This design comes from an exercise in tuning for a short achievable clock period and few clock cycles on the open sky130 flow, not from production work.
Only simulation tests tie the RTL to the original design; equivalence was not proved.
Power and IR drop assume default switching activity.

== job 1148 ==
==> flow/design.v (excerpt) <==
module rv_core (
    input  wire logic        clk,
    input  wire logic        rst,
    input  wire logic [31:0] imem_rdata,
    output logic [31:0]      imem_addr,
    output logic             retire_valid,
    output logic [31:0]      retire_pc,
    output logic [31:0]      retire_insn,
    output logic [4:0]       retire_rd,
    output logic             retire_rd_we,
    output logic [31:0]      retire_wdata
);
export LEC_CHECK = 0
export CAP_MARGIN = 20
export CORE_MARGIN = 2
export CORE_UTILIZATION = 40
export PLACE_DENSITY = 0.6
export SETUP_SLACK_MARGIN = 4.5
export SLEW_MARGIN = 20
export SYNTH_HIERARCHICAL = 1
export SYNTH_MINIMUM_KEEP_SIZE = 0
export TNS_END_PERCENT = 20
create_clock -name core_clock -period 6.5 [get_ports {clk}]
standard.sh (not shown) runs the stock make flow with config.mk's settings and CLKGATE_MAP_FILE= SYNTH_SCRIPT=/design/flow/synth_recipe.tcl, a recipe that flattens the netlist after the stock synthesis.
==> flow/flow/run.sh <==
#!/bin/bash
# Standard layout with two changes to synthesis: adders are left to ABC
# instead of the platform's full/half adder cells, and the slow wide OR/NOR
# cells and the 5-input AOI/OAI cells are not used.
set -euo pipefail
cat >> config.mk <<'EOF'
export DONT_USE_CELLS += sky130_fd_sc_hd__or4_1 sky130_fd_sc_hd__or4_2 sky130_fd_sc_hd__or4_4 sky130_fd_sc_hd__or4b_1 sky130_fd_sc_hd__or4b_2 sky130_fd_sc_hd__or4b_4 sky130_fd_sc_hd__or4bb_1 sky130_fd_sc_hd__or4bb_2 sky130_fd_sc_hd__or4bb_4 sky130_fd_sc_hd__nor4_1 sky130_fd_sc_hd__nor4_2 sky130_fd_sc_hd__nor4_4 sky130_fd_sc_hd__nor4b_1 sky130_fd_sc_hd__nor4b_2 sky130_fd_sc_hd__nor4b_4 sky130_fd_sc_hd__nor4bb_1 sky130_fd_sc_hd__nor4bb_2 sky130_fd_sc_hd__nor4bb_4 sky130_fd_sc_hd__a2111o_1 sky130_fd_sc_hd__a2111o_2 sky130_fd_sc_hd__a2111o_4 sky130_fd_sc_hd__a2111oi_0 sky130_fd_sc_hd__a2111oi_1 sky130_fd_sc_hd__a2111oi_2 sky130_fd_sc_hd__a2111oi_4 sky130_fd_sc_hd__o2111a_1 sky130_fd_sc_hd__o2111a_2 sky130_fd_sc_hd__o2111a_4 sky130_fd_sc_hd__o2111ai_1 sky130_fd_sc_hd__o2111ai_2 sky130_fd_sc_hd__o2111ai_4
EOF
bash standard.sh ADDER_MAP_FILE= finish > make_finish.log 2>&1
Testbench counts of job 1148, summed over its fixed seeds: cycles 24,278.
> inputs changed (job 1148 -> job 3945)
--- a/flow/config.mk
+++ b/flow/config.mk
@@ -8,10 +8,9 @@
 export CAP_MARGIN = 20
 export CORE_MARGIN = 2
-export CORE_UTILIZATION = 40
-export PLACE_DENSITY = 0.6
-export SETUP_SLACK_MARGIN = 4.5
+export CORE_UTILIZATION = 45
+export PLACE_DENSITY = 0.65
+export SETUP_SLACK_MARGIN = 4.0
 export SLEW_MARGIN = 20
 export SYNTH_HIERARCHICAL = 1
 export SYNTH_MINIMUM_KEEP_SIZE = 0
-export TNS_END_PERCENT = 20
 export DONT_USE_CELLS += sky130_fd_sc_hd__or4_1 sky130_fd_sc_hd__or4_2 sky130_fd_sc_hd__or4_4 sky130_fd_sc_hd__or4b_1 sky130_fd_sc_hd__or4b_2 sky130_fd_sc_hd__or4b_4 sky130_fd_sc_hd__or4bb_1 sky130_fd_sc_hd__or4bb_2 sky130_fd_sc_hd__or4bb_4 sky130_fd_sc_hd__nor4_1 sky130_fd_sc_hd__nor4_2 sky130_fd_sc_hd__nor4_4 sky130_fd_sc_hd__nor4b_1 sky130_fd_sc_hd__nor4b_2 sky130_fd_sc_hd__nor4b_4 sky130_fd_sc_hd__nor4bb_1 sky130_fd_sc_hd__nor4bb_2 sky130_fd_sc_hd__nor4bb_4 sky130_fd_sc_hd__a2111o_1 sky130_fd_sc_hd__a2111o_2 sky130_fd_sc_hd__a2111o_4 sky130_fd_sc_hd__a2111oi_0 sky130_fd_sc_hd__a2111oi_1 sky130_fd_sc_hd__a2111oi_2 sky130_fd_sc_hd__a2111oi_4 sky130_fd_sc_hd__o2111a_1 sky130_fd_sc_hd__o2111a_2 sky130_fd_sc_hd__o2111a_4 sky130_fd_sc_hd__o2111ai_1 sky130_fd_sc_hd__o2111ai_2 sky130_fd_sc_hd__o2111ai_4
Job 3945 vs job 1148 — post-route cell area dropped slightly. Sort job 1148 and job 3945 by placer's final routability congestion estimate, descending, and job 3945 comes first. Going from job 1148 to job 3945, number of placed instances with taps included -290, total wire length after detailed routing -about 6%, die area -11%, average detailed-routed wire length per instance -2.1%, global routing met2 resource utilization +2.6 points. Row clock power: job 3945 lower / job 1148 higher. Via count shrinks slightly when moving from job 1148 to job 3945.
Inputs modified between job 3945 and job 7390:
--- a/flow/config.mk
+++ b/flow/config.mk
@@ -8,6 +8,6 @@
 export CAP_MARGIN = 20
 export CORE_MARGIN = 2
-export CORE_UTILIZATION = 45
-export PLACE_DENSITY = 0.65
+export CORE_UTILIZATION = 40
+export PLACE_DENSITY = 0.6
 export SETUP_SLACK_MARGIN = 4.0
 export SLEW_MARGIN = 20
Status | job 7390 and job 3945 | clean. For the met3 track demand over resource, job 7390 came in 2.1 points lower than job 3945 did. There was hardly any difference in area growth from synthesis to layout between job 3945 and job 7390. Compared with job 3945, job 7390 shows a higher setup slack. Compare job 7390 and job 3945 | detailed-route wire length lower: job 3945. Note that the area inside the core boundary recorded for job 3945 amounts to 0.887 times the value seen in job 7390. Total power per unit cell area sits lower in job 7390 than in job 3945. Per the comparison of job 7390 with job 3945, amount of wire on met3 after detailed routing went down by 2.6 mm, part of the power in combinational logic climbed 0.3 points, combined global-route utilization of all metal layers went down, total power shows a reduction of 120 µW.
For job 5100, these inputs were changed with respect to job 7390:
--- a/flow/config.mk
+++ b/flow/config.mk
@@ -10,5 +10,5 @@
 export CORE_UTILIZATION = 40
 export PLACE_DENSITY = 0.6
-export SETUP_SLACK_MARGIN = 4.0
+export SETUP_SLACK_MARGIN = 4.5
 export SLEW_MARGIN = 20
 export SYNTH_HIERARCHICAL = 1
- Across both runs, switching fraction of total power was higher for job 5100 than for job 7390.
- Diff job 7390..job 5100 | synthesized instance count | negligible
- For part of the power in the clock network, job 5100 and job 7390 come out practically identical.
- There was hardly any difference in sequential standard cell area between job 7390 and job 5100.

-- what the ideal ports hide --
Ports are ideal in the flow. The routed layouts listed here were re-timed in OpenROAD.
Step 1 assumes that a clkbuf_16 drives the clock port and a buf_2 every other input.
Step 2 adds t to the input delays and takes it off the output delays; t is the mean of the earliest and latest rising clock arrival at the registers after step 1. Input paths then give back, and output paths get back, about the clock's delay inside the block.
Three values: no drivers, after step 1, after step 2; two values: the first two.
| run | t (ns) | setup WS [ns] | worst setup path after step 2 |
|---|---|---|---|
| job 1148 | 0.897 | 3.559 / 3.257 / 2.360 | input to register |
| job 3945 | 0.883 | 3.470 / 3.137 / 2.254 | input to register |
| job 7390 | 0.915 | 3.507 / 3.194 / 2.278 | input to register |
| job 5100 | 0.923 | 3.555 / 3.074 / 2.151 | input to register |
After both steps every run listed still meets setup and hold. The setup slack of job 5100, which loses most, moves by -0.481 ns with the drivers and by -1.404 ns with both steps.
